What follows belongs to an exercise in optimizing a design on an open flow for small area; a production flow would make more cautious choices. Function was checked by simulation only, so behaviour that the tests miss may differ from the original. No activity file was given, so power comes from the tool's default toggle rates.

==> trial 78 <==
Design commit_checker_top, start of the top module:
module commit_checker_top #(
  parameter logic [31:0] RESET_PC = 32'h200
) (
  input  logic        clk,
  input  logic        rst_n,
  input  logic        commit_valid_i,
  input  logic [31:0] commit_pc_i,
  input  logic [31:0] commit_inst_i,
  input  logic        commit_we_i,
  input  logic [4:0]  commit_rd_i,
  input  logic [31:0] commit_value_i,
  input  logic [31:0] commit_mem_addr_i,
  input  logic [31:0] commit_mem_data_i,
  output logic        error_o,
  output logic [1:0]  err_kind_o,
  output logic [31:0] err_pc_o,
  output logic [31:0] err_inst_o
);
==> module result_checker, before the edit <==
module result_checker (
  input  logic        commit_valid_i,
  input  logic [31:0] commit_pc_i,
  input  logic [31:0] commit_inst_i,
  input  logic        commit_we_i,
  input  logic [4:0]  commit_rd_i,
  input  logic [31:0] commit_value_i,
  input  logic [31:0] commit_mem_addr_i,
  input  logic [31:0] commit_mem_data_i,
  input  logic [31:0] rs1_val_i,
  output logic        fail_o
);
  logic [6:0]  opcode;
  logic [2:0]  funct3;
  logic [4:0]  rd_field;
  logic [31:0] imm_i;
  logic        is_andi;
  logic        is_auipc;
  logic        is_lbu;
  logic        is_jal;
  logic [1:0]  lane;
  logic [3:0]  lane_eq;
  logic        byte_ok;
  logic [31:0] val_x;
  logic [31:0] val_y;
  logic [31:0] val_s;
  logic [31:0] val_c;
  logic [31:0] adr_s;
  logic [31:0] adr_c;
  logic        value_ok;
  logic        addr_ok;
  logic        mismatch;
  assign opcode   = commit_inst_i[6:0];
  assign funct3   = commit_inst_i[14:12];
  assign rd_field = commit_inst_i[11:7];
  assign imm_i = {{20{commit_inst_i[31]}}, commit_inst_i[31:20]};
  assign is_andi  = (opcode == OPC_OP_IMM) && (funct3 == F3_ANDI);
  assign is_auipc = (opcode == OPC_AUIPC);
  assign is_lbu   = (opcode == OPC_LOAD) && (funct3 == F3_LBU);
  assign is_jal   = (opcode == OPC_JAL);
  assign lane = rs1_val_i[1:0] + commit_inst_i[21:20];
  for (genvar l = 0; l < 4; l++) begin : g_lane
    assign lane_eq[l] = (commit_value_i[7:0] == commit_mem_data_i[8*l +: 8]);
  end
  assign byte_ok = (commit_value_i[31:8] == 24'b0) && lane_eq[lane];
  always_comb begin
    if (is_andi) val_x = rs1_val_i & imm_i;
    else         val_x = commit_pc_i;
  end
  assign val_y = {commit_inst_i[31:12] & {20{is_auipc}}, 9'b0, is_jal, 2'b0};
  for (genvar i = 0; i < 32; i++) begin : g_csa
    if (i < 12 && i != 2) begin : g_h
      csa_half u_val (.a_i(val_x[i]), .b_i(~commit_value_i[i]),
                      .s_o(val_s[i]), .c_o(val_c[i]));
    end else begin : g_f
      csa_full u_val (.a_i(val_x[i]), .b_i(val_y[i]), .c_i(~commit_value_i[i]),
                      .s_o(val_s[i]), .c_o(val_c[i]));
    end
    csa_full u_adr (.a_i(rs1_val_i[i]), .b_i(imm_i[i]), .c_i(~commit_mem_addr_i[i]),
                    .s_o(adr_s[i]), .c_o(adr_c[i]));
  end
  assign value_ok = &(val_s ^ {val_c[30:0], 1'b0});
  assign addr_ok  = &(adr_s ^ {adr_c[30:0], 1'b0});
  assign mismatch = (commit_we_i != (rd_field != '0))
                 || (commit_rd_i != rd_field)
                 || (is_lbu ? !(byte_ok && addr_ok) : !value_ok);
  assign fail_o = commit_valid_i && (is_andi || is_auipc || is_lbu || is_jal) && mismatch;
endmodule
==> module csa_half, before the edit <==
module csa_half (
  input  logic a_i,
  input  logic b_i,
  output logic s_o,
  output logic c_o
);
  assign {c_o, s_o} = a_i + b_i;
endmodule
Settings: LEC_CHECK=0, CAP_MARGIN=10, CORE_MARGIN=2, CORE_UTILIZATION=65, GPL_TIMING_DRIVEN=0, SETUP_SLACK_MARGIN=0.2, SLEW_MARGIN=10, SYNTH_HIERARCHICAL=1, SYNTH_MINIMUM_KEEP_SIZE=0; clock period 8.0 ns.
standard.sh (not shown) runs the stock make flow with config.mk's settings and CLKGATE_MAP_FILE= SYNTH_SCRIPT=/design/flow/synth_recipe.tcl, a recipe that flattens the netlist after the stock synthesis.
==> flow/flow/run.sh <==
#!/bin/bash
# The standard layout (standard.sh, unchanged synthesis, floorplan, power
# grid and routing) with two changes passed to ORFS as make variables:
#  - the input and output port buffers use the smallest buffer cell;
#  - clock tree synthesis uses clkbuf_16 clusters of up to 28 sinks and
#    inserts no dummy loads.
# The whole ORFS output goes to standard_flow.log; ORFS also keeps its
# per-step logs under orfs/logs/.
set -euo pipefail
bash standard.sh \
  "BUFFER_PORTS_ARGS=-buffer_cell sky130_fd_sc_hd__buf_1" \
  "CTS_ARGS=-sink_clustering_enable -repair_clock_nets -dont_use_dummy_load -buf_list sky130_fd_sc_hd__clkbuf_16 -sink_clustering_size 28 -sink_clustering_max_diameter 80" \
  finish > standard_flow.log 2>&1
==> trial 89: changes against trial 78 <==
--- a/flow/design.v
+++ b/flow/design.v
@@ -166,8 +166,6 @@
   logic [31:0] val_y;
+  logic [31:0] val_kn;
   logic [31:0] val_s;
   logic [31:0] val_c;
-  logic [31:0] adr_s;
-  logic [31:0] adr_c;
-  logic        value_ok;
-  logic        addr_ok;
+  logic        sum_ok;
   logic        mismatch;
@@ -187,22 +185,20 @@
   always_comb begin
-    if (is_andi) val_x = rs1_val_i & imm_i;
-    else         val_x = commit_pc_i;
+    if (is_andi)     val_x = rs1_val_i & imm_i;
+    else if (is_lbu) val_x = rs1_val_i;
+    else             val_x = commit_pc_i;
+    if (is_auipc)    val_y = {commit_inst_i[31:12], 12'b0};
+    else if (is_jal) val_y = 32'd4;
+    else if (is_lbu) val_y = imm_i;
+    else             val_y = 32'd0;
   end
-  assign val_y = {commit_inst_i[31:12] & {20{is_auipc}}, 9'b0, is_jal, 2'b0};
+  assign val_kn = is_lbu ? ~commit_mem_addr_i : ~commit_value_i;
   for (genvar i = 0; i < 32; i++) begin : g_csa
-    if (i < 12 && i != 2) begin : g_h
-      csa_half u_val (.a_i(val_x[i]), .b_i(~commit_value_i[i]),
-                      .s_o(val_s[i]), .c_o(val_c[i]));
-    end else begin : g_f
-      csa_full u_val (.a_i(val_x[i]), .b_i(val_y[i]), .c_i(~commit_value_i[i]),
-                      .s_o(val_s[i]), .c_o(val_c[i]));
-    end
-    csa_full u_adr (.a_i(rs1_val_i[i]), .b_i(imm_i[i]), .c_i(~commit_mem_addr_i[i]),
-                    .s_o(adr_s[i]), .c_o(adr_c[i]));
+    csa_full u_sum (.a_i(val_x[i]), .b_i(val_y[i]), .c_i(val_kn[i]),
+                    .s_o(val_s[i]), .c_o(val_c[i]));
   end
-  assign value_ok = &(val_s ^ {val_c[30:0], 1'b0});
-  assign addr_ok  = &(adr_s ^ {adr_c[30:0], 1'b0});
+  assign sum_ok = &(val_s ^ {val_c[30:0], 1'b0});
   assign mismatch = (commit_we_i != (rd_field != '0))
                  || (commit_rd_i != rd_field)
-                 || (is_lbu ? !(byte_ok && addr_ok) : !value_ok);
+                 || !sum_ok
+                 || (is_lbu && !byte_ok);
   assign fail_o = commit_valid_i && (is_andi || is_auipc || is_lbu || is_jal) && mismatch;
@@ -218,10 +214,2 @@
 endmodule
-module csa_half (
-  input  logic a_i,
-  input  logic b_i,
-  output logic s_o,
-  output logic c_o
-);
-  assign {c_o, s_o} = a_i + b_i;
-endmodule
 `timescale 1ns/1ps
==> flow/flow/run.sh (replaced) <==
#!/bin/bash
# The standard layout (standard.sh, unchanged synthesis, floorplan, power
# grid and routing) with two changes passed to ORFS as make variables:
#  - the input and output port buffers use the smallest buffer cell;
#  - clock tree synthesis uses clkbuf_16 clusters of up to 28 sinks (at most 100 um across) and
#    inserts no dummy loads.
# The whole ORFS output goes to standard_flow.log; ORFS also keeps its
# per-step logs under orfs/logs/.
set -euo pipefail
bash standard.sh \
  "BUFFER_PORTS_ARGS=-buffer_cell sky130_fd_sc_hd__buf_1" \
  "CTS_ARGS=-sink_clustering_enable -repair_clock_nets -dont_use_dummy_load -buf_list sky130_fd_sc_hd__clkbuf_16 -sink_clustering_size 28 -sink_clustering_max_diameter 100" \
  finish > standard_flow.log 2>&1
==> qor summary <==
metric                                                                                     trial 78                          trial 89
Result of the run                                                  no timing/DRC/antenna violations  no timing/DRC/antenna violations
Clock Power                                                                                 2.78 mW                           2.68 mW
Worst reg2reg path endpoint                                           verdict_collector_inst.seen_q  verdict_collector_inst.last_ge_o
Routed wirelength normalized by instance count                                              39.9 um                           37.7 um
Well Taps                                                                                       969                               959
Combined buffer and inverter count along the critical path                                        1                                 2
Detailed Place HPWL                                                                       115000 um                         106000 um
Proportion of total power due to net switching                                                22.6%                             21.8%
Portion of the post-synthesis area used by sequential elements                                67.3%                             67.9%
Routed wire length                                                                        176000 um                         162000 um
Met3 wire length                                                                           28200 um                          23500 um
Area enclosed by the die boundary                                                       76800 sq um                       76100 sq um
Critical path's slowest cell                                                                nor3b_1                            nor3_1
Share of final layout cell area taken by clock buffers and inverters                          2.34%                             2.22%

## afterwards: timing with drivers on the ports
The flow's constraints put no driver on any port. The routed layouts listed below were extracted and timed again, unchanged, in two steps. Step 1, drivers: a clkbuf_16 drives clk and a buf_2 each remaining input, both assumed. Step 2, shift: input delay + t, output delay - t, t = (earliest + latest rising clock arrival at the registers) / 2. This alone moves slack from input paths to output paths. Slacks: ideal ports / drivers / drivers and shift; pairs: ideal ports / drivers.
run	shift t [ns]	slack for setup (ns)	slew at the worst register clock pin (ns)	pins driven straight from the clock port
trial 78	0.690	0.357 / 0.395 / -0.295	0.11 / 0.11	1
trial 89	0.675	0.898 / 0.935 / 0.260	0.12 / 0.12	1
Met with ideal ports but missed after step 2: setup timing in trial 78. The setup slack of trial 78, which loses most, moves by +0.038 ns with the drivers and by -0.652 ns with both steps.
